From an optimization exercise on the open Yosys and OpenROAD flow, aimed at small area; shortcuts taken in it are not production practice.
In this exercise RTL edits were held to simulation tests only and were not proved equivalent to the original.

## flow/flow/run.sh

```bash
#!/bin/bash
set -e
export CTS_ARGS="-sink_clustering_enable -repair_clock_nets -buf_list {sky130_fd_sc_hd__clkbuf_8} -sink_clustering_size 16 -sink_clustering_max_diameter 70 -dont_use_dummy_load"
export BUFFER_PORTS_ARGS="-buffer_cell sky130_fd_sc_hd__buf_1"
cp standard.sh standard_sh.log
bash standard.sh finish > standard.log 2>&1
```

## flow/standard.sh

```bash
#!/bin/bash
# synth_recipe.tcl (not shown) runs the flow's synth.tcl, then flattens the netlist and writes it again
# the make line also repeats each setting of config.mk as NAME=value (left out here)
make -C /OpenROAD-flow-scripts/flow DESIGN_CONFIG=/design/flow/config.mk WORK_HOME=/design/flow/orfs CLKGATE_MAP_FILE= SYNTH_SCRIPT=/design/flow/synth_recipe.tcl "${@:-finish}"
```

## flow/config.mk

```make
export PLATFORM = sky130hd
export DESIGN_NAME = cordic_nco_rotator
export DESIGN_NICKNAME = cordic_nco_rotator
export VERILOG_FILES = /design/flow/design.v
export SDC_FILE = /design/flow/constraint.sdc
export NUM_CORES = 4
export LEC_CHECK = 0
export CAP_MARGIN = 20
export CORE_MARGIN = 2
export CORE_UTILIZATION = 70
export CTS_BUF_LIST = sky130_fd_sc_hd__clkbuf_8
export CTS_CLUSTER_DIAMETER = 70
export CTS_CLUSTER_SIZE = 16
export PLACE_DENSITY = 0.75
export SLEW_MARGIN = 20
```

## flow/constraint.sdc

```tcl
create_clock -name core_clock -period 4.6 [get_ports {clk}]
set_input_delay 0.9200 -clock core_clock [delete_from_list [all_inputs] [get_ports {clk}]]
set_output_delay 0.9200 -clock core_clock [all_outputs]
set_load 0.01 [all_outputs]
```

## flow/design.v

```verilog
package cordic_pkg;
   typedef enum logic {ROTATE = 1'b0, VECTOR = 1'b1} mode_e;
   localparam logic [15:0] CORDIC_GAIN = 16'hD2C9;
   localparam logic [31:0] QTR32  = 32'h4000_0000;
   localparam logic [31:0] HALF32 = 32'h8000_0000;
   localparam logic [31:0] TQTR32 = 32'hC000_0000;
   localparam logic [32*32-1:0] ATAN_TAB = {
      32'h0000_0000,   
      32'h0000_0001,   
      32'h0000_0001,   
      32'h0000_0003,   
      32'h0000_0005,   
      32'h0000_000A,   
      32'h0000_0014,   
      32'h0000_0029,   
      32'h0000_0051,   
      32'h0000_00A3,   
      32'h0000_0146,   
      32'h0000_028C,   
      32'h0000_0518,   
      32'h0000_0A30,   
      32'h0000_145F,   
      32'h0000_28BE,   
      32'h0000_517D,   
      32'h0000_A2FA,   
      32'h0001_45F3,   
      32'h0002_8BE6,   
      32'h0005_17CC,   
      32'h000A_2F98,   
      32'h0014_5F2F,   
      32'h0028_BE53,   
      32'h0051_7C55,   
      32'h00A2_F61E,   
      32'h0145_D7E1,   
      32'h028B_0D43,   
      32'h0511_11D4,   
      32'h09FB_385B,   
      32'h12E4_051E,   
      32'h2000_0000   
   };
endpackage
module cordic_addc
#(
   parameter int W = 18
) (
   input  logic [W-1:0] a,
   input  logic [W-1:0] b,
   input  logic         ci,
   output logic [W-1:0] s,
   output logic         co,
   output logic [W-1:0] c      
);
   localparam int N = W + 1;
   localparam int L = (N > 32) ? 6 : (N > 16) ? 5 : (N > 8) ? 4 : (N > 4) ? 3 : 2;
   logic [W-1:0]      hp;
   logic [L:0][N-1:0] g, p;
   assign hp   = a ^ b;
   assign g[0] = {a & b, ci};
   assign p[0] = {hp, 1'b0};
   for (genvar l = 0; l < L; l++) begin : g_lvl
      for (genvar i = 0; i < N; i++) begin : g_bit
         if (((i >> l) & 1) == 1) begin : g_op
            localparam int J = ((i >> l) << l) - 1;
            assign g[l+1][i] = g[l][i] | (p[l][i] & g[l][J]);
            assign p[l+1][i] = p[l][i] & p[l][J];
         end else begin : g_pass
            assign g[l+1][i] = g[l][i];
            assign p[l+1][i] = p[l][i];
         end
      end
   end
   assign c  = g[L][W-1:0];
   assign s  = hp ^ c;
   assign co = g[L][W];
endmodule
module cordic_addx
#(
   parameter int W  = 18,
   parameter int LO = 9
) (
   input  logic [W-1:0]  a,
   input  logic [LO-1:0] b,
   input  logic          bs,
   input  logic          ci,
   output logic [W-1:0]  s
);
   logic          c;
   logic [W-LO-1:0] ah, all1, all0;
   cordic_addc #(.W(LO)) u_lo (.a(a[LO-1:0]), .b(b), .ci(ci), .s(s[LO-1:0]), .co(c), .c());
   assign ah = a[W-1:LO];
   localparam int H  = W - LO;
   localparam int HL = (H > 16) ? 5 : (H > 8) ? 4 : (H > 4) ? 3 : (H > 2) ? 2 : 1;
   logic [HL:0][H-1:0] t1, t0;
   if (H > 1) begin : g_init
      assign t1[0] = {ah[H-2:0], 1'b1};
      assign t0[0] = {~ah[H-2:0], 1'b1};
   end else begin : g_init1
      assign t1[0] = 1'b1;
      assign t0[0] = 1'b1;
   end
   for (genvar l = 0; l < HL; l++) begin : g_lvl
      for (genvar j = 0; j < H; j++) begin : g_bit
         if (((j >> l) & 1) == 1) begin : g_op
            localparam int J = ((j >> l) << l) - 1;
            assign t1[l+1][j] = t1[l][j] & t1[l][J];
            assign t0[l+1][j] = t0[l][j] & t0[l][J];
         end else begin : g_pass
            assign t1[l+1][j] = t1[l][j];
            assign t0[l+1][j] = t0[l][j];
         end
      end
   end
   assign all1 = t1[HL];
   assign all0 = t0[HL];
   assign s[W-1:LO] = ah ^ (c ? (all1 & {(W-LO){!bs}}) : (all0 & {(W-LO){bs}}));
endmodule
module cordic_stage
#(
   parameter int W     = 18,
   parameter int PW    = 32,
   parameter int SHIFT = 1
) (
   input  logic                clk,
   input  logic                mode_i,
   input  logic signed [W-1:0] x_i,
   input  logic signed [W-1:0] y_i,
   input  logic [PW-1:0]       z_i,
   output logic                mode_o,
   output logic signed [W-1:0] x_o,
   output logic signed [W-1:0] y_o,
   output logic [PW-1:0]       z_o
);
   localparam logic [PW-1:0] ATAN = PW'(cordic_pkg::ATAN_TAB[32*SHIFT +: 32] >> (32 - PW));
   localparam int XLO = W - SHIFT;
   logic          cw;
   logic [W-1:0]  x_d, y_d;
   logic [PW-1:0] z_d;
   assign cw = mode_i ? !y_i[W-1] : z_i[PW-1];
   cordic_addx #(.W(W), .LO(XLO)) u_ax (
      .a(x_i), .b(y_i[W-1:SHIFT] ^ {XLO{!cw}}), .bs(y_i[W-1] ^ !cw), .ci(!cw), .s(x_d));
   cordic_addx #(.W(W), .LO(XLO)) u_ay (
      .a(y_i), .b(x_i[W-1:SHIFT] ^ {XLO{cw}}),  .bs(x_i[W-1] ^ cw),  .ci(cw),  .s(y_d));
   logic [PW-1:0] cp, cm;
   cordic_addc #(.W(PW)) u_zp (.a(z_i), .b(ATAN),  .ci(1'b0), .s(), .co(), .c(cp));
   cordic_addc #(.W(PW)) u_zm (.a(z_i), .b(~ATAN), .ci(1'b1), .s(), .co(), .c(cm));
   assign z_d = z_i ^ ATAN ^ (cw ? cp : ~cm);
   always_ff @(posedge clk) begin
      mode_o <= mode_i;
      x_o    <= x_d;
      y_o    <= y_d;
      z_o    <= z_d;
   end
endmodule
module cordic_nco_rotator
#(
   parameter int IN_W    = 16,
   parameter int OUT_W   = 22,
   parameter int PHASE_W = 32,
   parameter int STAGES  = 16
) (
   input  logic                      clk,
   input  logic                      rst_n,
   input  logic                      in_valid,
   input  logic                      mode,
   input  logic signed [IN_W-1:0]    xin,
   input  logic signed [IN_W-1:0]    yin,
   input  logic        [PHASE_W-1:0] phase_step,
   input  logic                      phase_load,
   input  logic        [PHASE_W-1:0] phase_init,
   output logic                      out_valid,
   output logic                      out_mode,
   output logic signed [OUT_W-1:0]   xout,
   output logic signed [OUT_W-1:0]   yout,
   output logic        [PHASE_W-1:0] phase_out
);
   localparam int W = IN_W + 2;
   logic [PHASE_W-1:0] acc_q, acc_d, p;
   assign p     = phase_load ? phase_init : acc_q;
   assign acc_d = p + (phase_step & {PHASE_W{in_valid}});
   always_ff @(posedge clk or negedge rst_n) begin
      if (!rst_n) acc_q <= '0;
      else        acc_q <= acc_d;
   end
   logic [STAGES:0] vld_q;
   always_ff @(posedge clk or negedge rst_n) begin
      if (!rst_n) vld_q <= '0;
      else        vld_q <= {vld_q[STAGES-1:0], in_valid};
   end
   logic                   m0_q;
   logic signed [IN_W-1:0] x0_q, y0_q;
   logic [PHASE_W-1:0]     p0_q;
   always_ff @(posedge clk) begin
      m0_q <= mode;
      x0_q <= xin;
      y0_q <= yin;
      p0_q <= p;
   end
   logic signed [W-1:0] xe, ye, s_sum, d_sum, u, v, x1, y1;
   logic                nx, yz, d0;
   logic [1:0]          q;
   logic [PHASE_W-1:0]  z1;
   assign xe = {{(W-IN_W){x0_q[IN_W-1]}}, x0_q};
   assign ye = {{(W-IN_W){y0_q[IN_W-1]}}, y0_q};
   assign nx = x0_q[IN_W-1];
   assign yz = (y0_q == '0);
   assign d0 = nx ? (y0_q[IN_W-1] | yz) : !y0_q[IN_W-1];
   assign q  = m0_q ? {nx ^ d0, d0} : p0_q[PHASE_W-1 -: 2];
   cordic_addc #(.W(W)) u_s (.a(xe), .b(ye),  .ci(1'b0), .s(s_sum), .co(), .c());
   cordic_addc #(.W(W)) u_d (.a(xe), .b(~ye), .ci(1'b1), .s(d_sum), .co(), .c());
   assign u = q[0] ? s_sum : d_sum;
   assign v = q[0] ? d_sum : s_sum;
   cordic_addc #(.W(W)) u_nx (.a(u ^ {W{q[1] ^ q[0]}}), .b({W{1'b0}}), .ci(q[1] ^ q[0]), .s(x1), .co(), .c());
   cordic_addc #(.W(W)) u_ny (.a(v ^ {W{q[1]}}),        .b({W{1'b0}}), .ci(q[1]),      .s(y1), .co(), .c());
   always_comb begin
      if (m0_q) begin
         case (q)
            2'b00:   z1 = 32'hE000_0000;
            2'b11:   z1 = 32'h2000_0000;
            2'b01:   z1 = 32'hA000_0000;
            default: z1 = 32'h6000_0000;
         endcase
      end else begin
         z1 = {{3{!p0_q[29]}}, p0_q[28:0]};
      end
   end
   logic [STAGES-1:0]             m_c;
   logic [STAGES-1:0][W-1:0]      x_c, y_c;
   logic [STAGES-1:0][PHASE_W-1:0] z_c;
   always_ff @(posedge clk) begin
      m_c[0] <= m0_q;
      x_c[0] <= x1;
      y_c[0] <= y1;
      z_c[0] <= z1;
   end
   for (genvar i = 1; i < STAGES; i++) begin : g_stage
      cordic_stage #(
         .W     (W),
         .PW    (PHASE_W),
         .SHIFT (i)
      ) u_stage (
         .clk    (clk),
         .mode_i (m_c[i-1]),
         .x_i    (x_c[i-1]),
         .y_i    (y_c[i-1]),
         .z_i    (z_c[i-1]),
         .mode_o (m_c[i]),
         .x_o    (x_c[i]),
         .y_o    (y_c[i]),
         .z_o    (z_c[i])
      );
   end
   assign out_valid = vld_q[STAGES];
   assign out_mode  = m_c[STAGES-1];
   assign xout      = {{(OUT_W-W){x_c[STAGES-1][W-1]}}, x_c[STAGES-1]};
   assign yout      = {{(OUT_W-W){y_c[STAGES-1][W-1]}}, y_c[STAGES-1]};
   assign phase_out = z_c[STAGES-1];
endmodule
```

==> flow_summary.rst, run 1 <==
.. list-table::
   :header-rows: 1

   * - Metric
     - Value
   * - Result of the run
     - finished clean
   * - Synth top area cells
     - sky130_fd_sc_hd__dfxtp_1 37%, sky130_fd_sc_hd__xnor2_1 12%, sky130_fd_sc_hd__ha_1 6.7%
   * - Drt drc
     - 0
   * - Fraction of the mapped netlist area in adder cells
     - 9.569%
   * - Cts bufs inserted
     - 88
   * - Transition time at the pin with the least slew margin
     - 1.126 ns
   * - Proportion of layout cells with a drive suffix above 1
     - 4.288%
   * - Post-route clock skew
     - 0.06348 ns
   * - Placeable core region
     - 88650 um2
   * - Clock transition time at the flip-flop clock pins of the worst setup and hold paths
     - 0.10 ns
   * - Clock Sinks
     - 1217
   * - Final Hold Vio Count
     - 0
   * - Violation count after the first detailed-routing iteration
     - 2591
   * - Cell type with the largest total area after synthesis
     - sky130_fd_sc_hd__dfxtp_1
   * - FILL cells
     - 6672
   * - Fraction of the mapped netlist area in compound gates
     - 12.00%
   * - Final clock period utilization by the worst path
     - 93.04%
   * - Total negative slack for setup checks
     - 0 ns
   * - Overall die height
     - 303.6 um
   * - Die span in x
     - 303.6 um
   * - Fraction of post-synthesis cell area in the top cell type by area
     - 37.21%
   * - Clock root buffer
     - sky130_fd_sc_hd__clkbuf_8
   * - Number of rows created at floorplan
     - 109
   * - Type of the worst min-delay path
     - primary input to asynchronous set/reset pin
   * - Initial Utilization
     - 70.89%
   * - Clock latency on the worst-skew pair
     - 0.76 ns
   * - Number of cells produced by synthesis
     - 6707
   * - Largest fanout on the critical path
     - 5
   * - Number of max-slew violations in the final report
     - 0
   * - Final WL
     - 126.1 mm
   * - Max_cap viols
     - 0
   * - Hold Slack
     - 0.2700 ns
   * - Yosys cell types
     - 92
   * - Worst path setup slack after routing
     - 0.3204 ns
   * - Register-to-Register Path Depth
     - 20
   * - Worst setup SP type
     - flip-flop
   * - Grt total ovfl
     - 0
   * - TritonCTS clock tree
     - done
   * - Synth-to-Final Area Change
     - 4.772%
   * - Vias in the first global route
     - 43719
   * - Overall Global Routing Usage
     - 26.92%
   * - Number of optimization iterations in the first detailed-route pass
     - 5
   * - RSZ-0062 raised after global routing
     - false
   * - Number of nets at the end of the flow
     - 7338
   * - Routability Congestion
     - 0.9249
   * - Place WS
     - 0.08186 ns
   * - Seq/Total Area, Yosys
     - 39.16%
   * - Fraction of synthesis flops using an asynchronous set or reset pin
     - 4.026%
   * - Post-detailed-placement half-perimeter wirelength
     - 100.1 mm
   * - Synth Area in XOR/XNOR
     - 18.15%
   * - Headroom to the max-slew limit
     - 24.60%
   * - Cts hold-fix bufs
     - 0
   * - Average via count per standard cell
     - 5.744
   * - Antenna Nets Post-Route
     - 0
   * - Per-cell routed wire length
     - 15.81 um
   * - Cell with the most instances after synthesis
     - sky130_fd_sc_hd__dfxtp_1
   * - Largest family of logic cells by synthesized area
     - XOR/XNOR gates
   * - Routed via count
     - 45817
   * - Achievable clock frequency
     - 233.7 MHz
   * - First-pass GRT wire length
     - 208.3 mm
   * - Pin count of the biggest net entering global routing
     - 50
   * - Buffer levels on the longest clock path
     - 3
   * - Synth Net Count
     - 7234
   * - Mean post-synth cell area
     - 9.370 um2
   * - Cell area after technology mapping
     - 62840 um2
   * - Worst EP arrival
     - 4.96 ns
   * - Worst path required time
     - 5.28 ns
   * - Number of antenna violations at the first check in global routing
     - 6
   * - Critical path class
     - flip-flop to flip-flop
   * - Leading post-synthesis cells by instance count
     - 1168 x sky130_fd_sc_hd__dfxtp_1, 876 x sky130_fd_sc_hd__xnor2_1, 450 x sky130_fd_sc_hd__nor2_1
   * - Top-level port count
     - 179
   * - Overall die area
     - 92190 um2
   * - Post-synthesis mux area share
     - 2.355%
   * - Most used DFF post-synth
     - sky130_fd_sc_hd__dfxtp_1
   * - Number of register bits inferred by synthesis
     - 1217
   * - Final cell utilization of the core
     - 74.27%
   * - Number of synthesized flops with an enable pin
     - 0
   * - Final-report setup violation count
     - 0
   * - Total number of H-tree levels
     - 3
   * - Capturing element type of the critical path
     - flip-flop
   * - Shortest period the worst path allows
     - 4.280 ns
   * - Synth Warn #
     - 16
   * - Number of port buffers
     - 178
   * - Synth Area in Simple Gates
     - 15.67%
[cell usage in the layout, fill, tap and decap left out, types with 59 or more instances in the layout]
master | synthesis | final
sky130_fd_sc_hd__a21o_1 | 59 | 59
sky130_fd_sc_hd__a21oi_1 | 280 | 278
sky130_fd_sc_hd__a31oi_1 | 114 | 114
sky130_fd_sc_hd__and2_1 | 96 | 96
sky130_fd_sc_hd__and3_1 | 87 | 87
sky130_fd_sc_hd__buf_1 | 25 | 176
sky130_fd_sc_hd__buf_4 | 8 | 60
sky130_fd_sc_hd__clkbuf_8 | 0 | 88
sky130_fd_sc_hd__dfxtp_1 | 1168 | 1166
sky130_fd_sc_hd__fa_1 | 91 | 91
sky130_fd_sc_hd__ha_1 | 335 | 333
sky130_fd_sc_hd__inv_1 | 280 | 280
sky130_fd_sc_hd__mux2i_1 | 104 | 104
sky130_fd_sc_hd__nand2_1 | 397 | 396
sky130_fd_sc_hd__nand2b_1 | 74 | 74
sky130_fd_sc_hd__nand3_1 | 145 | 145
sky130_fd_sc_hd__nor2_1 | 450 | 443
sky130_fd_sc_hd__nor2b_1 | 86 | 86
sky130_fd_sc_hd__nor3_1 | 211 | 211
sky130_fd_sc_hd__nor4_1 | 65 | 63
sky130_fd_sc_hd__o21ai_0 | 259 | 259
sky130_fd_sc_hd__or3_1 | 98 | 98
sky130_fd_sc_hd__xnor2_1 | 876 | 875
sky130_fd_sc_hd__xor2_1 | 426 | 426
[layer usage]
metal | up-vias | track usage, % | routed length, um
met5 | - | 0 | 13
met4 | 2 | 9.835 | 4521
met3 | 273 | 3.185 | 4509
met2 | 871 | 50.19 | 63800
met1 | 21367 | 31.61 | 53300
li1 | 23304 | - | -
[worst paths after layout]
path	end	slack [ns]	startpoint
worst max-delay path	g_stage[10].u_stage.y_o[17]	0.32	g_stage[9].u_stage.mode_o
worst min-delay path	vld_q[16]	0.27	rst_n
worst max register to register	g_stage[10].u_stage.y_o[17]	0.32	g_stage[9].u_stage.mode_o
worst min register to register	vld_q[7]	0.32	vld_q[6]
max in group asynchronous	acc_q[28]	3.84	rst_n
min in group core_clock	y0_q[11]	0.27	yin[11]
[registers in the layout (all words and copies together) (netlist names)]
register and flops:
p0_q 32, vld_q 17, g_stage.u_stage.z_o 480, y_c 18, x_c 17, x0_q 16, acc_q 32, m_c 1
m0_q 1, z_c 32, g_stage.u_stage.y_o 270, g_stage.u_stage.mode_o 15, g_stage.u_stage.x_o 270, y0_q 16
[stage by stage]
step / instance area (um2) / instances
2_1_floorplan: 62840 / 6707
3_3_place_gp: 64570 / 7884
3_5_place_dp: 64570 / 7884
4_1_cts: 65780 / 7972
5_1_grt: 65840 / 7975
6_report: 65840 / 7977
[cell type report]
class                   count  area [um2]  share of cell area, %
multi-input cells        4983       36350                  55.21
flip-flops and latches   1217       24610                  37.38
well taps                1165        1458                  2.214
clock buffers              88        1211                  1.840
repair buffers            239        1141                  1.733
inverters                 282        1059                  1.608
diodes                      3       7.507                0.01140
[critical path, cell delays in order, from the launching register on]
cell and delay (ns):
sky130_fd_sc_hd__dfxtp_1 0.35, sky130_fd_sc_hd__and2_1 0.19, sky130_fd_sc_hd__or2_2 0.30, sky130_fd_sc_hd__xnor2_1 0.23, sky130_fd_sc_hd__ha_1 0.27, sky130_fd_sc_hd__a21o_1 0.16, sky130_fd_sc_hd__a21o_1 0.20, sky130_fd_sc_hd__a21oi_1 0.15
sky130_fd_sc_hd__nor2b_1 0.07, sky130_fd_sc_hd__o21a_1 0.20, sky130_fd_sc_hd__o21a_1 0.19, sky130_fd_sc_hd__nor2_1 0.13, sky130_fd_sc_hd__fa_1 0.21, sky130_fd_sc_hd__nand2b_1 0.11, sky130_fd_sc_hd__or3_1 0.33, sky130_fd_sc_hd__or3_1 0.35
sky130_fd_sc_hd__nor3_1 0.19, sky130_fd_sc_hd__nor3b_2 0.21, sky130_fd_sc_hd__a41oi_1 0.08, sky130_fd_sc_hd__nor2_1 0.16, sky130_fd_sc_hd__xor2_1 0.14
[cell families after synthesis]
logic type | after synthesis
AOI/OAI and AO/OA | 1167
and+or+nand+nor | 1945
DFF | 1217
adders and majority gates | 426
xor gates and xnor gates | 1302
muxes | 143
buffers and inverters | 507
[repair_timing]
action / 4_1_cts / 5_1_grt
endpoints found under the hold margin: 0 / 0
setup endpoints to repair: 0 / 5
gates resized for setup: 0 / 9
buffers inserted: 0 / 2
==> run 2: changes to the inputs <==
--- a/flow/config.mk
+++ b/flow/config.mk
@@ -12,4 +12,5 @@
 export CTS_CLUSTER_DIAMETER = 70
 export CTS_CLUSTER_SIZE = 16
+export GPL_TIMING_DRIVEN = 0
 export PLACE_DENSITY = 0.75
 export SLEW_MARGIN = 20
==> flow_summary.rst, run 2 <==
.. list-table::
   :header-rows: 1

   * - Metric
     - Value
   * - Synth Net Count
     - 7234 (unchanged)
   * - Initial Utilization
     - 70.89% (unchanged)
   * - Cell type with the highest occurrence count on the critical path
     - sky130_fd_sc_hd__nand2_1
   * - Sequential cell area
     - 24620 um2 (was 24610 um2)
   * - Transition time at the pin with the least slew margin
     - 1.023 ns (was 1.126 ns)
   * - Number of antenna violations at the first check in global routing
     - 2 (was 6)
   * - Clock transition time at the flip-flop clock pins of the worst setup and hold paths
     - 0.09 ns (was 0.10 ns)
   * - Result of the run
     - finished clean (unchanged)
   * - Clock root buffer
     - sky130_fd_sc_hd__clkbuf_8 (unchanged)
   * - Number of optimization iterations in the first detailed-route pass
     - 6 (was 5)
   * - Final Hold Vio Count
     - 0 (unchanged)
   * - Type of the worst min-delay path
     - primary input to asynchronous set/reset pin (unchanged)
   * - Fraction of post-synthesis cell area in the top cell type by area
     - 37.21% (unchanged)
   * - Final WL
     - 132.1 mm (was 126.1 mm)
   * - Area of the multi-input gates
     - 36690 um2 (was 36350 um2)
   * - Number of cells produced by synthesis
     - 6707 (unchanged)
   * - Cell with the most instances after synthesis
     - sky130_fd_sc_hd__dfxtp_1 (unchanged)
   * - Max FFs per register
     - 480 (unchanged)
   * - Final-report setup violation count
     - 0 (unchanged)
   * - Cell type of the slowest stage on the worst timing path
     - sky130_fd_sc_hd__fa_1 (was sky130_fd_sc_hd__dfxtp_1)
   * - Achievable clock frequency
     - 223.5 MHz (was 233.7 MHz)
   * - Routed length on met3
     - 4.483 mm (was 4.509 mm)
   * - Vias in the first global route
     - 45549 (was 43719)
   * - Synth top area cells
     - sky130_fd_sc_hd__dfxtp_1 37%, sky130_fd_sc_hd__xnor2_1 12%, sky130_fd_sc_hd__ha_1 6.7% (unchanged)
   * - Average via count per standard cell
     - 5.744 (about the same)
   * - Grt total ovfl
     - 0 (unchanged)
   * - Top-level port count
     - 179 (unchanged)
   * - Capturing element type of the critical path
     - flip-flop (unchanged)
   * - Final clock period utilization by the worst path
     - 97.27% (was 93.04%)
   * - Post-route clock skew
     - 0.03550 ns (was 0.06348 ns)
   * - Fraction of synthesis flops using an asynchronous set or reset pin
     - 4.026% (unchanged)
   * - Commonest non-fill, non-tap cell in the layout
     - sky130_fd_sc_hd__dfxtp_1 (unchanged)
   * - R2R Setup Slk
     - 0.13 ns (was 0.32 ns)
   * - Largest family of logic cells by synthesized area
     - XOR/XNOR gates (unchanged)
   * - Total negative slack for setup checks
     - 0 ns (unchanged)
   * - Worst reg2reg path endpoint
     - g_stage[1].u_stage.x_o[15] (was g_stage[10].u_stage.y_o[17])
   * - Number of max-slew violations in the final report
     - 0 (unchanged)
   * - Register-to-Register Path Depth
     - 16 (was 20)
   * - Seq/Total Area, Yosys
     - 39.16% (unchanged)
   * - Drt drc
     - 0 (unchanged)
   * - Synth-to-Final Area Change
     - 6.371% (was 4.772%)
   * - Clock latency on the worst-skew pair
     - 0.76 ns (about the same)
   * - Critical path, cell by cell
     - or2_2 > and2_2 > clkbuf_2 > buf_6 > clkbuf_4 > xnor2_1 > ha_1 > nand2_1 > a311oi_1 > nor3_1 > o211ai_1 > nand2_1 > o211ai_1 > nand2_1 > fa_1 > inv_1 (was and2_1 > or2_2 > xnor2_1 > ha_1 > a21o_1 > a21o_1 > a21oi_1 > nor2b_1 > o21a_1 > o21a_1 > nor2_1 > fa_1 > nand2b_1 > or3_1 > or3_1 > nor3_1 > nor3b_2 > a41oi_1 > nor2_1 > xor2_1)
   * - Clock Sinks
     - 1217 (unchanged)
   * - Overall die height
     - 303.6 um (unchanged)
   * - Number of register bits inferred by synthesis
     - 1217 (unchanged)
   * - Most frequent cells in the layout
     - 1158 x sky130_fd_sc_hd__dfxtp_1, 875 x sky130_fd_sc_hd__xnor2_1, 436 x sky130_fd_sc_hd__nor2_1 (was 1166 x sky130_fd_sc_hd__dfxtp_1, 875 x sky130_fd_sc_hd__xnor2_1, 443 x sky130_fd_sc_hd__nor2_1)
   * - Antenna Nets Post-Route
     - 0 (unchanged)
   * - Per-cell routed wire length
     - 16.23 um (was 15.81 um)
   * - FILL cells
     - 6526 (was 6672)
   * - Placed Instances
     - 8051 (was 7884)
   * - Reg with most FFs
     - g_stage.u_stage.z_o (unchanged)
   * - Reg-to-reg startpoint
     - z_c[31] (was g_stage[9].u_stage.mode_o)
   * - Largest delay contributor family on the critical path
     - simple AND/OR/NAND/NOR gates (unchanged)
   * - Pin count of the biggest net entering global routing
     - 32 (was 50)
   * - Overall die area
     - 92190 um2 (unchanged)
   * - Worst setup SP type
     - flip-flop (unchanged)
   * - Leading post-synthesis cells by instance count
     - 1168 x sky130_fd_sc_hd__dfxtp_1, 876 x sky130_fd_sc_hd__xnor2_1, 450 x sky130_fd_sc_hd__nor2_1 (unchanged)
   * - Number of synthesized flops with an enable pin
     - 0 (unchanged)
   * - Cell area after technology mapping
     - 62840 um2 (unchanged)
   * - Combined buffer and inverter count along the critical path
     - 4 (was 0)
   * - Top metal layer carrying routed signals
     - met4 (was met5)
   * - Violation count after the first detailed-routing iteration
     - 2809 (was 2591)
   * - Metal-1 WL
     - 49.44 mm (was 53.30 mm)
   * - Critical path class
     - flip-flop to flip-flop (unchanged)
   * - Most used DFF post-synth
     - sky130_fd_sc_hd__dfxtp_1 (unchanged)
   * - Largest fanout on the critical path
     - 10 (was 5)
   * - Proportion of layout cells with a drive suffix above 1
     - 5.234% (was 4.288%)
   * - Post-synthesis mux area share
     - 2.355% (unchanged)
   * - Number of rows created at floorplan
     - 109 (unchanged)
   * - Mean post-synth cell area
     - 9.370 um2 (unchanged)
   * - Post-detailed-placement half-perimeter wirelength
     - 104.8 mm (was 100.1 mm)
   * - Worst EP arrival
     - 5.12 ns (was 4.96 ns)
   * - Max_cap viols
     - 0 (unchanged)
   * - Shortest period the worst path allows
     - 4.474 ns (was 4.280 ns)
   * - Cts bufs inserted
     - 86 (was 88)
   * - Cell type with the largest total area after synthesis
     - sky130_fd_sc_hd__dfxtp_1 (unchanged)
   * - Number of nets at the end of the flow
     - 7503 (was 7338)
   * - First-pass GRT wire length
     - 213.6 mm (was 208.3 mm)
   * - Fraction of the mapped netlist area in compound gates
     - 12.00% (unchanged)
   * - Total number of H-tree levels
     - 3 (unchanged)
   * - Yosys cell types
     - 92 (unchanged)
   * - Routability Congestion
     - 0.9405 (was 0.9249)
   * - Synth Area in Simple Gates
     - 15.67% (unchanged)
   * - TritonCTS clock tree
     - done (unchanged)
   * - Met2 Wirelength
     - 70.00 mm (was 63.80 mm)
   * - CP max stage delay
     - 0.52 ns (was 0.35 ns)
   * - Routed via count
     - 46770 (was 45817)
   * - Die span in x
     - 303.6 um (unchanged)
   * - Final cell count without fillers
     - 8142 (was 7977)
   * - Worst path required time
     - 5.24 ns (was 5.28 ns)
   * - Placeable core region
     - 88650 um2 (unchanged)
   * - Synth Warn #
     - 16 (unchanged)
   * - Fraction of the mapped netlist area in adder cells
     - 9.569% (unchanged)
   * - Headroom to the max-slew limit
     - 30.04% (was 24.60%)
   * - Registers with the most flip-flops
     - g_stage.u_stage.z_o: 480 flops, g_stage.u_stage.x_o: 270 flops, g_stage.u_stage.y_o: 270 flops (unchanged)
   * - Cts hold-fix bufs
     - 0 (unchanged)
   * - Overall Global Routing Usage
     - 28.10% (was 26.92%)
   * - Synth Area in XOR/XNOR
     - 18.15% (unchanged)
   * - Number of port buffers
     - 177 (was 178)
   * - Buffer levels on the longest clock path
     - 3 (unchanged)
## run 2: changes by cell type in the layout (fill, tap and decap cells not counted), moves of 7 or more
cell,delta
sky130_fd_sc_hd__buf_2,+8
sky130_fd_sc_hd__buf_1,+10
sky130_fd_sc_hd__dfxtp_1,-8
sky130_fd_sc_hd__clkbuf_2,+20
sky130_fd_sc_hd__dfxtp_2,+8
sky130_fd_sc_hd__nor2_4,+8
sky130_fd_sc_hd__nor2_1,-7
sky130_fd_sc_hd__clkbuf_4,+9
sky130_fd_sc_hd__clkbuf_1,+140
sky130_fd_sc_hd__buf_4,-31
## run 2: layout make-up
class                      count  share of cell area (%)
buffer                       211                   1.497
sequential                  1217                   36.83
multi-input combinational   4983                   54.89
antenna                        3                 0.01123
timing repair buffer         195                   1.228
inverter                     282                   1.587
clock buffer                  86                   1.771
tap                         1165                   2.181
## run 2: kinds of logic (layout without fill, tap and decap cells)
logic type	after synthesis	after routing
flip-flops	1217	1217
adder cells (fa/ha/maj)	426	426
XOR/XNOR	1302	1302
other	0	3
buffers and inverters	507	774
AND/OR/NAND/NOR	1945	1945
multiplexers	143	143
AO/OA/AOI/OAI	1167	1167
## run 2: how the worst max path moves through the flow
stage / startpoint / slack [ns] / end / depth (start not counted)
after global placement: g_stage[1].u_stage.z_o[31] / -1.65 / g_stage[2].u_stage.x_o[17] / 20
final: z_c[31] / 0.13 / g_stage[1].u_stage.x_o[15] / 16
after global routing: g_stage[9].u_stage.mode_o / -0.03 / g_stage[10].u_stage.y_o[17] / 21
after detailed placement: x0_q[15] / -1.54 / x_c[15] / 15
after CTS: g_stage[9].u_stage.mode_o / 0.003 / g_stage[10].u_stage.y_o[17] / 21
after floorplan: x0_q[15] / 0.01 / x_c[15] / 17
## run 2: routing by layer
layer	track usage (%)	vias to the layer above
met5	0	-
met4	16.34	0
met3	3.457	397
met2	55.46	1068
met1	27.96	21643
li1	-	23662
## run 2: metrics by stage
stage | hold WS [ns] | area [um2] | utilization (%) | setup WS [ns]
floorplan | 0.3096 | 62840 | - | 0.01356
global placement | 0.3113 | 64960 | 73.28 | -1.648
detailed placement | 0.3121 | 65000 | 73.33 | -1.536
CTS | 0.06381 | 66530 | 75.05 | 0.003291
global route | 0.09036 | 66850 | 75.41 | -0.03349
finish | 0.1142 | 66850 | 75.41 | 0.1255
## run 2: what timing repair did
| action | 4_1_cts | 5_1_grt |
|---|---|---|
| pin swaps | 5 | 9 |
| endpoints found under the setup margin | 205 | 88 |
| buffers inserted | 5 | 11 |
| resized for setup | 135 | 81 |
==> run 3: changes to the inputs <==
--- a/flow/config.mk
+++ b/flow/config.mk
@@ -8,9 +8,8 @@
 export CAP_MARGIN = 20
 export CORE_MARGIN = 2
-export CORE_UTILIZATION = 70
+export CORE_UTILIZATION = 80
 export CTS_BUF_LIST = sky130_fd_sc_hd__clkbuf_8
 export CTS_CLUSTER_DIAMETER = 70
 export CTS_CLUSTER_SIZE = 16
-export GPL_TIMING_DRIVEN = 0
-export PLACE_DENSITY = 0.75
+export PLACE_DENSITY = 0.85
 export SLEW_MARGIN = 20
==> flow_summary.rst, run 3 <==
.. list-table::
   :header-rows: 1

   * - Metric
     - Value
   * - Final Hold Vio Count
     - 0 (unchanged)
   * - Grt total ovfl
     - 0 (unchanged)
   * - Synth top area cells
     - sky130_fd_sc_hd__dfxtp_1 37%, sky130_fd_sc_hd__xnor2_1 12%, sky130_fd_sc_hd__ha_1 6.7% (unchanged)
   * - Number of max-slew violations in the final report
     - 0 (unchanged)
   * - Mean post-synth cell area
     - 9.370 um2 (unchanged)
   * - Critical path class
     - flip-flop to flip-flop (unchanged)
   * - Source of the worst hold timing path
     - xin[14]
   * - Buffer levels on the longest clock path
     - 3 (unchanged)
   * - Fraction of synthesis flops using an asynchronous set or reset pin
     - 4.026% (unchanged)
   * - Number of port buffers
     - 178 (was 177)
   * - Capturing element type of the critical path
     - flip-flop (unchanged)
   * - Worst reg2reg path endpoint
     - y_c[16] (was g_stage[1].u_stage.x_o[15])
   * - Number of nets at the end of the flow
     - 7339 (was 7503)
   * - Worst setup SP type
     - flip-flop (unchanged)
   * - Summed area of non-filler cells in the final layout
     - 65660 um2 (was 66850 um2)
   * - Final cell utilization of the core
     - 84.62% (was 75.41%)
   * - Clock latency on the worst-skew pair
     - 0.74 ns (was 0.76 ns)
   * - Max FFs per register
     - 480 (unchanged)
   * - Number of optimization iterations in the first detailed-route pass
     - 6 (unchanged)
   * - Number of cells produced by synthesis
     - 6707 (unchanged)
   * - Most used DFF post-synth
     - sky130_fd_sc_hd__dfxtp_1 (unchanged)
   * - Number of synthesized flops with an enable pin
     - 0 (unchanged)
   * - Type of the worst min-delay path
     - primary input to flip-flop (was primary input to asynchronous set/reset pin)
   * - Total number of H-tree levels
     - 3 (unchanged)
   * - Worst path setup slack after routing
     - 0.2058 ns (was 0.1255 ns)
   * - Achievable clock frequency
     - 227.6 MHz (was 223.5 MHz)
   * - Pin count of the biggest net entering global routing
     - 50 (was 32)
   * - Vias in the first global route
     - 46693 (was 45549)
   * - Placeable core region
     - 77590 um2 (was 88650 um2)
   * - Leading post-synthesis cells by instance count
     - 1168 x sky130_fd_sc_hd__dfxtp_1, 876 x sky130_fd_sc_hd__xnor2_1, 450 x sky130_fd_sc_hd__nor2_1 (unchanged)
   * - Synth Net Count
     - 7234 (unchanged)
   * - Final clock period utilization by the worst path
     - 95.53% (was 97.27%)
   * - Largest fanout on the critical path
     - 8 (was 10)
   * - Place WS
     - 0.07120 ns (was -1.536 ns)
   * - Endpoint with the worst hold slack
     - x0_q[14]
   * - TritonCTS clock tree
     - done (unchanged)
   * - Synth-to-Final Area Change
     - 4.488% (was 6.371%)
   * - Clock Sinks
     - 1217 (unchanged)
   * - Most frequent cells in the layout
     - 1168 x sky130_fd_sc_hd__dfxtp_1, 875 x sky130_fd_sc_hd__xnor2_1, 443 x sky130_fd_sc_hd__nor2_1 (was 1158 x sky130_fd_sc_hd__dfxtp_1, 875 x sky130_fd_sc_hd__xnor2_1, 436 x sky130_fd_sc_hd__nor2_1)
   * - Antenna Nets Post-Route
     - 0 (unchanged)
   * - Register-to-Register Path Depth
     - 18 (was 16)
   * - Commonest non-fill, non-tap cell in the layout
     - sky130_fd_sc_hd__dfxtp_1 (unchanged)
   * - Cell type with the largest total area after synthesis
     - sky130_fd_sc_hd__dfxtp_1 (unchanged)
   * - Post-route clock skew
     - 0.05916 ns (was 0.03550 ns)
   * - Number of cells traversed by the worst hold path
     - 1
   * - Transition time at the pin with the least slew margin
     - 1.107 ns (was 1.023 ns)
   * - Worst path required time
     - 5.25 ns (was 5.24 ns)
   * - Cell with the most instances after synthesis
     - sky130_fd_sc_hd__dfxtp_1 (unchanged)
   * - First-pass GRT wire length
     - 215.9 mm (was 213.6 mm)
   * - Reg with most FFs
     - g_stage.u_stage.z_o (unchanged)
   * - Clock transition time at the flip-flop clock pins of the worst setup and hold paths
     - 0.10 ns (was 0.09 ns)
   * - Final WL
     - 131.6 mm (was 132.1 mm)
   * - Post-detailed-placement half-perimeter wirelength
     - 103.3 mm (was 104.8 mm)
   * - Headroom to the max-slew limit
     - 25.86% (was 30.04%)
   * - Fraction of post-synthesis cell area in the top cell type by area
     - 37.21% (unchanged)
   * - Placed Instances
     - 7764 (was 8051)
   * - Synth Warn #
     - 16 (unchanged)
   * - Per-cell routed wire length
     - 16.77 um (was 16.23 um)
   * - Die span in x
     - 284.3 um (was 303.6 um)
   * - Routed via count
     - 47330 (was 46770)
   * - Clock root buffer
     - sky130_fd_sc_hd__clkbuf_8 (unchanged)
   * - Yosys cell types
     - 92 (unchanged)
   * - Routability Congestion
     - 0.9297 (was 0.9405)
   * - Max_cap viols
     - 0 (unchanged)
   * - Overall die height
     - 284.3 um (was 303.6 um)
   * - R2R Setup Slk
     - 0.21 ns (was 0.13 ns)
   * - Overall die area
     - 80810 um2 (was 92190 um2)
   * - Hold Slack
     - 0.2844 ns (was 0.1142 ns)
   * - Seq/Total Area, Yosys
     - 39.16% (unchanged)
   * - Cts bufs inserted
     - 86 (unchanged)
   * - Worst EP arrival
     - 5.04 ns (was 5.12 ns)
   * - Number of register bits inferred by synthesis
     - 1217 (unchanged)
   * - Number of antenna violations at the first check in global routing
     - 2 (unchanged)
   * - Initial Utilization
     - 80.99% (was 70.89%)
   * - Cell area after placement
     - 64440 um2 (was 65000 um2)
   * - Proportion of layout cells with a drive suffix above 1
     - 4.302% (was 5.234%)
   * - Reg-to-reg startpoint
     - y0_q[4] (was z_c[31])
   * - Final-report setup violation count
     - 0 (unchanged)
   * - Top-level port count
     - 179 (unchanged)
   * - Drt drc
     - 0 (unchanged)
   * - Average via count per standard cell
     - 6.029 (was 5.744)
   * - Number of rows created at floorplan
     - 102 (was 109)
   * - Result of the run
     - finished clean (unchanged)
   * - Violation count after the first detailed-routing iteration
     - 2795 (was 2809)
   * - Final cell count without fillers
     - 7851 (was 8142)
   * - Registers with the most flip-flops
     - g_stage.u_stage.z_o: 480 flops, g_stage.u_stage.x_o: 270 flops, g_stage.u_stage.y_o: 270 flops (unchanged)
   * - Shortest period the worst path allows
     - 4.394 ns (was 4.474 ns)
   * - Cell area after technology mapping
     - 62840 um2 (unchanged)
   * - Overall Global Routing Usage
     - 31.85% (was 28.10%)
run 3: cell counts after synthesis:
Identical to the previous run, type by type.
run 3: what timing repair did:
item / CTS / global route
setup buffers: 0 / 0
setup endpoints to repair: 0 / 8
hold buffers: 0 / 0
gates resized for setup: 0 / 10
run 3: kinds of logic (layout without fill, tap and decap cells):
family                     Yosys count  in the layout  share of synthesized area [%]
AOI/OAI and AO/OA                 1167           1167                          12.00
xor gates and xnor gates          1302           1302                          18.15
adders and majority gates          426            426                          9.569
buffers and inverters              507            610                          3.098
DFF                               1217           1217                          39.16
muxes                              143            143                          2.355
other                                0              1                              0
and+or+nand+nor                   1945           1945                          15.67
run 3: routing by layer:
layer,vias to the layer above,share of wire (%),GRT usage (%)
met3,386,4.4,3.427
met4,0,4.5,15.07
met1,22327,39,34.92
li1,23326,-,-
met2,1291,52,60.90
met5,-,0,0
run 3: layout make-up:
type / count / area [um2]
Tap cell: 1040 / 1301
Inverter: 282 / 1059
Timing Repair Buffer: 242 / 1151
Sequential cell: 1217 / 24610
Clock buffer: 86 / 1184
Antenna cell: 1 / 2.502
Multi-Input combinational cell: 4983 / 36360
Fill cell: 4627 / 11930
run 3: metrics by stage:
step / TNS, ns
after global placement: 0
after global routing: -0.007389
after floorplan: 0
after detailed placement: 0
after CTS: 0
final: 0
run 3: worst max-delay path, stage by stage (launching register included):
cell and delay, ns:
sky130_fd_sc_hd__dfxtp_1 0.39, sky130_fd_sc_hd__inv_1 0.06, sky130_fd_sc_hd__ha_1 0.29, sky130_fd_sc_hd__buf_4 0.16, sky130_fd_sc_hd__o211ai_1 0.09, sky130_fd_sc_hd__a21oi_1 0.31
sky130_fd_sc_hd__or2_2 0.22, sky130_fd_sc_hd__a21oi_1 0.07, sky130_fd_sc_hd__nor2_1 0.09, sky130_fd_sc_hd__nor2_1 0.06, sky130_fd_sc_hd__fa_1 0.43, sky130_fd_sc_hd__nor4_1 0.44
sky130_fd_sc_hd__nor3_2 0.13, sky130_fd_sc_hd__mux2i_1 0.18, sky130_fd_sc_hd__or3b_1 0.45, sky130_fd_sc_hd__or3_1 0.37, sky130_fd_sc_hd__nor3_1 0.26, sky130_fd_sc_hd__ha_1 0.21
sky130_fd_sc_hd__xnor2_1 0.12
run 3: worst max path at each step:
stage / start / to / slack, ns
final: y0_q[4] / y_c[16] / 0.21
after global routing: g_stage[9].u_stage.mode_o / g_stage[10].u_stage.y_o[17] / -0.006
after CTS: g_stage[9].u_stage.mode_o / g_stage[10].u_stage.y_o[17] / 0.21
after detailed placement: phase_load / acc_q[30] / 0.07
after global placement: phase_load / acc_q[30] / 0.1
after floorplan: x0_q[15] / x_c[15] / 0.01
==> run 4: changes to the inputs <==
--- a/flow/config.mk
+++ b/flow/config.mk
@@ -8,8 +8,7 @@
 export CAP_MARGIN = 20
 export CORE_MARGIN = 2
-export CORE_UTILIZATION = 80
+export CORE_UTILIZATION = 60
 export CTS_BUF_LIST = sky130_fd_sc_hd__clkbuf_8
 export CTS_CLUSTER_DIAMETER = 70
 export CTS_CLUSTER_SIZE = 16
-export PLACE_DENSITY = 0.85
 export SLEW_MARGIN = 20
==> flow_summary.rst, run 4 <==
.. list-table::
   :header-rows: 1

   * - Metric
     - Value
   * - Clock transition time at the flip-flop clock pins of the worst setup and hold paths
     - 0.09 ns (was 0.10 ns)
   * - Number of nets at the end of the flow
     - 7352 (was 7339)
   * - Cell with the most instances after synthesis
     - sky130_fd_sc_hd__dfxtp_1 (unchanged)
   * - Grt total ovfl
     - 0 (unchanged)
   * - Cell type with the largest total area after synthesis
     - sky130_fd_sc_hd__dfxtp_1 (unchanged)
   * - Largest family of logic cells by synthesized area
     - XOR/XNOR gates (unchanged)
   * - Die span in x
     - 327.6 um (was 284.3 um)
   * - Most congested layer reported by global routing
     - met2 (unchanged)
   * - Max FFs per register
     - 480 (unchanged)
   * - Transition time at the pin with the least slew margin
     - 0.9096 ns (was 1.107 ns)
   * - Final cell count without fillers
     - 8204 (was 7851)
   * - Synth Warn #
     - 16 (unchanged)
   * - Top-level port count
     - 179 (unchanged)
   * - Post-CTS setup buffer count
     - 0 (unchanged)
   * - Met2 usage
     - 44.30% (was 60.90%)
   * - R2R Setup Slk
     - 0.27 ns (was 0.21 ns)
   * - Number of rows created at floorplan
     - 118 (was 102)
   * - Synth Net Count
     - 7234 (unchanged)
   * - Most used DFF post-synth
     - sky130_fd_sc_hd__dfxtp_1 (unchanged)
   * - Type of the worst min-delay path
     - primary input to asynchronous set/reset pin (was primary input to flip-flop)
   * - Antenna Nets Post-Route
     - 0 (unchanged)
   * - Reg-to-reg startpoint
     - g_stage[9].u_stage.mode_o (was y0_q[4])
   * - Max_cap viols
     - 0 (unchanged)
   * - Seq/Total Area, Yosys
     - 39.16% (unchanged)
   * - Fraction of synthesis flops using an asynchronous set or reset pin
     - 4.026% (unchanged)
   * - Number of synthesized flops with an enable pin
     - 0 (unchanged)
   * - Critical path class
     - flip-flop to flip-flop (unchanged)
   * - Clock latency on the worst-skew pair
     - 0.79 ns (was 0.74 ns)
   * - Reg with most FFs
     - g_stage.u_stage.z_o (unchanged)
   * - Hold Slack
     - 0.2611 ns (was 0.2844 ns)
   * - Synth-to-Final Area Change
     - 5.406% (was 4.488%)
   * - Final Hold Vio Count
     - 0 (unchanged)
   * - Fraction of the mapped netlist area in adder cells
     - 9.569% (unchanged)
   * - Worst path required time
     - 5.30 ns (was 5.25 ns)
   * - First-pass GRT wire length
     - 212.0 mm (was 215.9 mm)
   * - Clock Sinks
     - 1217 (unchanged)
   * - Worst setup SP type
     - flip-flop (unchanged)
   * - Routed via count
     - 45016 (was 47330)
   * - Post-route clock skew
     - 0.05933 ns (was 0.05916 ns)
   * - Final WL
     - 128.1 mm (was 131.6 mm)
   * - Fraction of post-synthesis cell area in the top cell type by area
     - 37.21% (unchanged)
   * - Synth Area in XOR/XNOR
     - 18.15% (unchanged)
   * - Achievable clock frequency
     - 231.2 MHz (was 227.6 MHz)
   * - Met3 track demand over resource in global routing
     - 2.512% (was 3.427%)
   * - Overall die area
     - 107300 um2 (was 80810 um2)
   * - Total number of H-tree levels
     - 3 (unchanged)
   * - Number of optimization iterations in the first detailed-route pass
     - 5 (was 6)
   * - Number of register bits inferred by synthesis
     - 1217 (unchanged)
   * - Buffer levels on the longest clock path
     - 3 (unchanged)
   * - Pin count of the biggest net entering global routing
     - 50 (unchanged)
   * - Leading post-synthesis cells by instance count
     - 1168 x sky130_fd_sc_hd__dfxtp_1, 876 x sky130_fd_sc_hd__xnor2_1, 450 x sky130_fd_sc_hd__nor2_1 (unchanged)
   * - Overall Global Routing Usage
     - 23.81% (was 31.85%)
   * - Per-cell routed wire length
     - 15.61 um (was 16.77 um)
   * - Yosys cell types
     - 92 (unchanged)
   * - Mean post-synth cell area
     - 9.370 um2 (unchanged)
   * - Placed Instances
     - 8109 (was 7764)
   * - Total negative slack for setup checks
     - 0 ns (unchanged)
   * - Number of antenna violations at the first check in global routing
     - 1 (was 2)
   * - Sequential cell area
     - 24610 um2 (unchanged)
   * - Fraction of the mapped netlist area in compound gates
     - 12.00% (unchanged)
   * - Drt drc
     - 0 (unchanged)
   * - Worst EP arrival
     - 5.03 ns (was 5.04 ns)
   * - Final clock period utilization by the worst path
     - 94.04% (was 95.53%)
   * - Capturing element type of the critical path
     - flip-flop (unchanged)
   * - Overall die height
     - 327.6 um (was 284.3 um)
   * - TritonCTS clock tree
     - done (unchanged)
   * - Area of the multi-input gates
     - 36370 um2 (was 36360 um2)
   * - Headroom to the max-slew limit
     - 39.13% (was 25.86%)
   * - Vias in the first global route
     - 43550 (was 46693)
   * - Average via count per standard cell
     - 5.487 (was 6.029)
   * - Post-synthesis mux area share
     - 2.355% (unchanged)
   * - FILL cells
     - 8823 (was 4627)
   * - Clock root buffer
     - sky130_fd_sc_hd__clkbuf_8 (unchanged)
   * - Synth Area in Simple Gates
     - 15.67% (unchanged)
   * - Registers with the most flip-flops
     - g_stage.u_stage.z_o: 480 flops, g_stage.u_stage.x_o: 270 flops, g_stage.u_stage.y_o: 270 flops (unchanged)
   * - Register-to-Register Path Depth
     - 20 (was 18)
   * - Final-report setup violation count
     - 0 (unchanged)
   * - Post-detailed-placement half-perimeter wirelength
     - 102.2 mm (was 103.3 mm)
   * - Cts bufs inserted
     - 93 (was 86)
   * - Shortest period the worst path allows
     - 4.326 ns (was 4.394 ns)
   * - Cell area after technology mapping
     - 62840 um2 (unchanged)
   * - Number of cells produced by synthesis
     - 6707 (unchanged)
   * - Violation count after the first detailed-routing iteration
     - 2234 (was 2795)
   * - Number of max-slew violations in the final report
     - 0 (unchanged)
   * - Initial Utilization
     - 60.63% (was 80.99%)
   * - Proportion of layout cells with a drive suffix above 1
     - 4.499% (was 4.302%)
   * - Synth top area cells
     - sky130_fd_sc_hd__dfxtp_1 37%, sky130_fd_sc_hd__xnor2_1 12%, sky130_fd_sc_hd__ha_1 6.7% (unchanged)
   * - Number of port buffers
     - 178 (unchanged)
   * - Largest fanout on the critical path
     - 8 (unchanged)
   * - Placeable core region
     - 103600 um2 (was 77590 um2)
   * - Routability Congestion
     - 0.9063 (was 0.9297)
   * - Commonest non-fill, non-tap cell in the layout
     - sky130_fd_sc_hd__dfxtp_1 (unchanged)
   * - Routing usage on met1
     - 28.46% (was 34.92%)
   * - Result of the run
     - finished clean (unchanged)
   * - Most frequent cells in the layout
     - 1168 x sky130_fd_sc_hd__dfxtp_1, 874 x sky130_fd_sc_hd__xnor2_1, 442 x sky130_fd_sc_hd__nor2_1 (was 1168 x sky130_fd_sc_hd__dfxtp_1, 875 x sky130_fd_sc_hd__xnor2_1, 443 x sky130_fd_sc_hd__nor2_1)
   * - Worst reg2reg path endpoint
     - g_stage[10].u_stage.y_o[17] (was y_c[16])
## run 4: layer usage
| layer | up-vias | wire, um |
|---|---|---|
| met5 | - | 0 |
| met4 | 0 | 3639 |
| met3 | 179 | 3880 |
| met2 | 647 | 64850 |
| met1 | 20847 | 55690 |
| li1 | 23343 | - |
## run 4: logic make-up after synthesis
logic type	Yosys count
buf+inv	507
flops	1217
simple gates	1945
fa+ha+maj	426
mux	143
compound gates	1167
xor+xnor	1302
## run 4: stage by stage
stage	setup slack [ns]	cell area [um2]	utilization, %
after floorplan	0.01356	62840	-
after global placement	0.1301	64910	62.63
after detailed placement	0.08288	64910	62.63
after CTS	0.2375	66190	63.86
after global routing	-0.004883	66240	63.91
final	0.2741	66240	63.91
## run 4: how the worst max path moves through the flow
stage	startpoint	endpoint	cells past startpoint
4_1_cts	g_stage[9].u_stage.mode_o	g_stage[10].u_stage.y_o[17]	20
5_1_grt	g_stage[13].u_stage.mode_o	g_stage[14].u_stage.x_o[17]	16
2_1_floorplan	x0_q[15]	x_c[15]	17
3_3_place_gp	phase_load	acc_q[30]	15
6_report	g_stage[9].u_stage.mode_o	g_stage[10].u_stage.y_o[17]	20
3_5_place_dp	phase_load	acc_q[30]	14
## run 4: cell type report
type / count / area share (%)
inverters: 282 / 1.598
well taps: 1380 / 2.607
flip-flops and latches: 1217 / 37.15
multi-input cells: 4983 / 54.90
diodes: 1 / 0.003778
repair buffers: 248 / 1.806
clock buffers: 93 / 1.932
## run 4: what timing repair did
action                                  4_1_cts  5_1_grt
hold buffers                                  0        0
gates resized for setup                       0        8
endpoints found under the setup margin        0        4
## run 4: worst max-delay path: stages, from the launching register on
cell and delay (ns):
sky130_fd_sc_hd__dfxtp_1 0.34, sky130_fd_sc_hd__and2_1 0.18, sky130_fd_sc_hd__or2_2 0.32, sky130_fd_sc_hd__buf_4 0.20
sky130_fd_sc_hd__xnor2_1 0.14, sky130_fd_sc_hd__ha_1 0.31, sky130_fd_sc_hd__a21o_1 0.20, sky130_fd_sc_hd__a21oi_1 0.15
sky130_fd_sc_hd__nor2b_1 0.08, sky130_fd_sc_hd__o21a_1 0.20, sky130_fd_sc_hd__o21a_1 0.20, sky130_fd_sc_hd__nor2_2 0.11
sky130_fd_sc_hd__fa_1 0.20, sky130_fd_sc_hd__nand2b_1 0.11, sky130_fd_sc_hd__or3_1 0.34, sky130_fd_sc_hd__or3_1 0.36
sky130_fd_sc_hd__nor3_1 0.19, sky130_fd_sc_hd__nor3b_1 0.21, sky130_fd_sc_hd__a41oi_1 0.09, sky130_fd_sc_hd__nor2_1 0.16
sky130_fd_sc_hd__xor2_1 0.14
==> run 5: changes to the inputs <==
--- a/flow/design.v
+++ b/flow/design.v
@@ -89,28 +89,10 @@
    cordic_addc #(.W(LO)) u_lo (.a(a[LO-1:0]), .b(b), .ci(ci), .s(s[LO-1:0]), .co(c), .c());
    assign ah = a[W-1:LO];
-   localparam int H  = W - LO;
-   localparam int HL = (H > 16) ? 5 : (H > 8) ? 4 : (H > 4) ? 3 : (H > 2) ? 2 : 1;
-   logic [HL:0][H-1:0] t1, t0;
-   if (H > 1) begin : g_init
-      assign t1[0] = {ah[H-2:0], 1'b1};
-      assign t0[0] = {~ah[H-2:0], 1'b1};
-   end else begin : g_init1
-      assign t1[0] = 1'b1;
-      assign t0[0] = 1'b1;
-   end
-   for (genvar l = 0; l < HL; l++) begin : g_lvl
-      for (genvar j = 0; j < H; j++) begin : g_bit
-         if (((j >> l) & 1) == 1) begin : g_op
-            localparam int J = ((j >> l) << l) - 1;
-            assign t1[l+1][j] = t1[l][j] & t1[l][J];
-            assign t0[l+1][j] = t0[l][j] & t0[l][J];
-         end else begin : g_pass
-            assign t1[l+1][j] = t1[l][j];
-            assign t0[l+1][j] = t0[l][j];
-         end
-      end
-   end
-   assign all1 = t1[HL];
-   assign all0 = t0[HL];
+   assign all1[0] = 1'b1;
+   assign all0[0] = 1'b1;
+   for (genvar j = 1; j < W - LO; j++) begin : g_chain
+      assign all1[j] = all1[j-1] & ah[j-1];
+      assign all0[j] = all0[j-1] & !ah[j-1];
+   end
    assign s[W-1:LO] = ah ^ (c ? (all1 & {(W-LO){!bs}}) : (all0 & {(W-LO){bs}}));
 endmodule
--- a/flow/config.mk
+++ b/flow/config.mk
@@ -8,7 +8,8 @@
 export CAP_MARGIN = 20
 export CORE_MARGIN = 2
-export CORE_UTILIZATION = 60
+export CORE_UTILIZATION = 80
 export CTS_BUF_LIST = sky130_fd_sc_hd__clkbuf_8
 export CTS_CLUSTER_DIAMETER = 70
 export CTS_CLUSTER_SIZE = 16
+export PLACE_DENSITY = 0.85
 export SLEW_MARGIN = 20
==> flow_summary.rst, run 5 <==
.. list-table::
   :header-rows: 1

   * - Metric
     - Value
   * - Final-report setup violation count
     - 0 (unchanged)
   * - Average via count per standard cell
     - 5.960 (was 5.487)
   * - Fraction of synthesis flops using an asynchronous set or reset pin
     - 4.026% (unchanged)
   * - Commonest non-fill, non-tap cell in the layout
     - sky130_fd_sc_hd__dfxtp_1 (unchanged)
   * - Final Hold Vio Count
     - 0 (unchanged)
   * - Largest family of logic cells by synthesized area
     - XOR/XNOR gates (unchanged)
   * - Summed area of non-filler cells in the final layout
     - 65580 um2 (was 66240 um2)
   * - Result of the run
     - finished clean (unchanged)
   * - RSZ-0062 raised after global routing
     - false
   * - Violation count after the first detailed-routing iteration
     - 2166 (was 2234)
   * - Mean post-synth cell area
     - 9.398 um2 (was 9.370 um2)
   * - Clock root buffer
     - sky130_fd_sc_hd__clkbuf_8 (unchanged)
   * - Cell area after placement
     - 64400 um2 (was 64910 um2)
   * - Transition time at the pin with the least slew margin
     - 0.8761 ns (was 0.9096 ns)
   * - Number of antenna violations at the first check in global routing
     - 2 (was 1)
   * - Place WS
     - 0.05977 ns (was 0.08288 ns)
   * - Worst path required time
     - 5.23 ns (was 5.30 ns)
   * - Sequential cell area
     - 24610 um2 (unchanged)
   * - Worst setup SP type
     - flip-flop (unchanged)
   * - Placeable core region
     - 77590 um2 (was 103600 um2)
   * - Final clock period utilization by the worst path
     - 91.82% (was 94.04%)
   * - Number of synthesized flops with an enable pin
     - 0 (unchanged)
   * - Cell type with the largest total area after synthesis
     - sky130_fd_sc_hd__dfxtp_1 (unchanged)
   * - Most frequent cells in the layout
     - 1168 x sky130_fd_sc_hd__dfxtp_1, 912 x sky130_fd_sc_hd__xnor2_1, 460 x sky130_fd_sc_hd__nor2_1 (was 1168 x sky130_fd_sc_hd__dfxtp_1, 874 x sky130_fd_sc_hd__xnor2_1, 442 x sky130_fd_sc_hd__nor2_1)
   * - Routability Congestion
     - 0.9517 (was 0.9063)
   * - Clock Sinks
     - 1217 (unchanged)
   * - Synth Area in Simple Gates
     - 15.64% (was 15.67%)
   * - Routed via count
     - 46691 (was 45016)
   * - First-pass GRT wire length
     - 214.8 mm (was 212.0 mm)
   * - Total number of H-tree levels
     - 3 (unchanged)
   * - Fraction of the mapped netlist area in adder cells
     - 9.588% (was 9.569%)
   * - Largest fanout on the critical path
     - 8 (unchanged)
   * - Initial Utilization
     - 80.82% (was 60.63%)
   * - Largest delay contributor family on the critical path
     - adder cells (was simple AND/OR/NAND/NOR gates)
   * - Overall die height
     - 284.0 um (was 327.6 um)
   * - Overall die area
     - 80650 um2 (was 107300 um2)
   * - Overall Global Routing Usage
     - 32.05% (was 23.81%)
   * - Per-cell routed wire length
     - 16.84 um (was 15.61 um)
   * - Capturing element type of the critical path
     - flip-flop (unchanged)
   * - Grt total ovfl
     - 0 (unchanged)
   * - Cell area after technology mapping
     - 62710 um2 (was 62840 um2)
   * - Yosys cell types
     - 103 (was 92)
   * - Total negative slack for setup checks
     - 0 ns (unchanged)
   * - Headroom to the max-slew limit
     - 40.08% (was 39.13%)
   * - Number of cells produced by synthesis
     - 6673 (was 6707)
   * - Number of optimization iterations in the first detailed-route pass
     - 5 (unchanged)
   * - FILL cells
     - 4658 (was 8823)
   * - Seq/Total Area, Yosys
     - 39.24% (was 39.16%)
   * - Synth Warn #
     - 16 (unchanged)
   * - TritonCTS clock tree
     - done (unchanged)
   * - Combined buffer and inverter count along the critical path
     - 1 (unchanged)
   * - Worst EP arrival
     - 4.85 ns (was 5.03 ns)
   * - Synth Area in XOR/XNOR
     - 18.18% (was 18.15%)
   * - Area of the multi-input gates
     - 36210 um2 (was 36370 um2)
   * - Most used DFF post-synth
     - sky130_fd_sc_hd__dfxtp_1 (unchanged)
   * - R2R Setup Slk
     - 0.38 ns (was 0.27 ns)
   * - Top-level port count
     - 179 (unchanged)
   * - Final cell utilization of the core
     - 84.52% (was 63.91%)
   * - Clock transition time at the flip-flop clock pins of the worst setup and hold paths
     - 0.10 ns (was 0.09 ns)
   * - Fraction of post-synthesis cell area in the top cell type by area
     - 37.28% (was 37.21%)
   * - Proportion of layout cells with a drive suffix above 1
     - 4.564% (was 4.499%)
   * - Cell with the most instances after synthesis
     - sky130_fd_sc_hd__dfxtp_1 (unchanged)
   * - Number of rows created at floorplan
     - 102 (was 118)
   * - Critical path, cell by cell
     - inv_1 > ha_1 > o211ai_1 > a21oi_1 > o21ai_0 > fa_1 > nor3_1 > a21oi_1 > xnor2_1 > mux2i_1 > nand4_1 > nor4_2 > ha_1 > xnor2_1 (was and2_1 > or2_2 > buf_4 > xnor2_1 > ha_1 > a21o_1 > a21oi_1 > nor2b_1 > o21a_1 > o21a_1 > nor2_2 > fa_1 > nand2b_1 > or3_1 > or3_1 > nor3_1 > nor3b_1 > a41oi_1 > nor2_1 > xor2_1)
   * - Final WL
     - 131.9 mm (was 128.1 mm)
   * - Number of nets at the end of the flow
     - 7322 (was 7352)
   * - Number of register bits inferred by synthesis
     - 1217 (unchanged)
   * - CP max stage delay
     - 0.66 ns (was 0.36 ns)
   * - Number of port buffers
     - 178 (unchanged)
   * - Achievable clock frequency
     - 236.7 MHz (was 231.2 MHz)
   * - Fraction of the mapped netlist area in compound gates
     - 11.89% (was 12.00%)
   * - Post-detailed-placement half-perimeter wirelength
     - 103.9 mm (was 102.2 mm)
   * - Max_cap viols
     - 0 (unchanged)
   * - Synth top area cells
     - sky130_fd_sc_hd__dfxtp_1 37%, sky130_fd_sc_hd__xnor2_1 13%, sky130_fd_sc_hd__ha_1 6.7% (was sky130_fd_sc_hd__dfxtp_1 37%, sky130_fd_sc_hd__xnor2_1 12%, sky130_fd_sc_hd__ha_1 6.7%)
   * - Synth-to-Final Area Change
     - 4.577% (was 5.406%)
   * - Number of max-slew violations in the final report
     - 0 (unchanged)
   * - Clock latency on the worst-skew pair
     - 0.75 ns (was 0.79 ns)
   * - Cts hold-fix bufs
     - 0 (unchanged)
   * - Antenna Nets Post-Route
     - 0 (unchanged)
   * - Pin count of the biggest net entering global routing
     - 50 (unchanged)
   * - Buffer levels on the longest clock path
     - 3 (unchanged)
   * - Cell type of the slowest stage on the worst timing path
     - sky130_fd_sc_hd__nor4_2 (was sky130_fd_sc_hd__or3_1)
   * - Reg with most FFs
     - g_stage.u_stage.z_o (unchanged)
   * - Hold Slack
     - 0.2896 ns (was 0.2611 ns)
   * - Vias in the first global route
     - 46676 (was 43550)
   * - Type of the worst min-delay path
     - primary input to flip-flop (was primary input to asynchronous set/reset pin)
   * - Die span in x
     - 284.0 um (was 327.6 um)
   * - Registers with the most flip-flops
     - g_stage.u_stage.z_o: 480 flops, g_stage.u_stage.x_o: 270 flops, g_stage.u_stage.y_o: 270 flops (unchanged)
   * - Synth Net Count
     - 7200 (was 7234)
   * - Critical path class
     - flip-flop to flip-flop (unchanged)
   * - Shortest period the worst path allows
     - 4.224 ns (was 4.326 ns)
   * - Number of gates resized after cts
     - 0 (unchanged)
   * - Leading post-synthesis cells by instance count
     - 1168 x sky130_fd_sc_hd__dfxtp_1, 912 x sky130_fd_sc_hd__xnor2_1, 469 x sky130_fd_sc_hd__nor2_1 (was 1168 x sky130_fd_sc_hd__dfxtp_1, 876 x sky130_fd_sc_hd__xnor2_1, 450 x sky130_fd_sc_hd__nor2_1)
   * - Worst path setup slack after routing
     - 0.3761 ns (was 0.2741 ns)
   * - Post-synthesis mux area share
     - 2.368% (was 2.355%)
   * - Cts bufs inserted
     - 86 (was 93)
   * - Drt drc
     - 0 (unchanged)
   * - Max FFs per register
     - 480 (unchanged)
   * - Post-route clock skew
     - 0.06376 ns (was 0.05933 ns)
   * - Post-CTS setup buffer count
     - 0 (unchanged)
run 5: worst paths after layout:
kind / startpoint / to / cells past startpoint
setup / recovery: y0_q[4] / y_c[16] / 14
setup reg to reg: y0_q[4] / y_c[16] / 14
hold reg to reg: g_stage[5].u_stage.z_o[0] / g_stage[6].u_stage.z_o[0] / 0
min in group asynchronous: rst_n / acc_q[17] / 2
max in group asynchronous: rst_n / acc_q[28] / 2
hold / removal: mode / m0_q / 1
run 5: layout make-up:
cell class | instances | area share, %
flip-flops and latches | 1217 | 37.52
diodes | 1 | 0.003816
well taps | 1040 | 1.984
multi-input cells | 4957 | 55.21
repair buffers | 249 | 1.854
clock buffers | 86 | 1.805
inverters | 284 | 1.625
run 5: layer usage:
layer | vias up | global-route usage [%] | wire [um]
met5 | - | 0 | 0
met4 | 0 | 21.12 | 9027
met3 | 477 | 3.738 | 4665
met2 | 1103 | 62.98 | 70290
met1 | 21966 | 31.17 | 47910
li1 | 23145 | - | -
run 5: through the flow:
stage | cells
after detailed placement | 7747
after global routing | 7834
after floorplan | 6673
after global placement | 7747
final | 7834
after CTS | 7833
run 5: cells by family (layout without fill, tap and decap cells):
logic type,Yosys count,in the layout
compound gates,1146,1146
mux,144,144
buf+inv,499,619
xor+xnor,1302,1302
simple gates,1939,1939
other cells,0,1
fa+ha+maj,426,426
flops,1217,1217

port drivers added, routing unchanged:
The results above use ideal ports. As a check the final layouts listed here were re-extracted and re-timed, cells and wires unchanged. Step 1 (the two cells are an assumption about what drives the block):
set clk [get_ports {clk}]
set_driving_cell -lib_cell sky130_fd_sc_hd__clkbuf_16 $clk
set_driving_cell -lib_cell sky130_fd_sc_hd__buf_2 [delete_from_list [all_inputs] $clk]
Step 2 also shifts input and output timing later by t, the mid clock arrival at the registers, as if the neighbouring blocks saw the same clock. Three values: no drivers, after step 1, after step 2; two values: the first two.
| run | t, ns | setup slack, ns | cell pins on the clock port's net |
|---|---|---|---|
| run 1 | 0.793 | 0.320 / 0.320 / 0.121 | 1 |
| run 2 | 0.805 | 0.126 / 0.126 / -0.552 | 1 |
| run 3 | 0.770 | 0.206 / 0.206 / 0.057 | 1 |
| run 4 | 0.809 | 0.274 / 0.274 / 0.148 | 1 |
| run 5 | 0.778 | 0.376 / 0.376 / 0.023 | 1 |
Met with ideal ports but missed after step 2: setup timing in run 2. For run 2, which loses most, drivers alone change the setup slack by 0.000 ns; drivers and shift together by -0.678 ns.
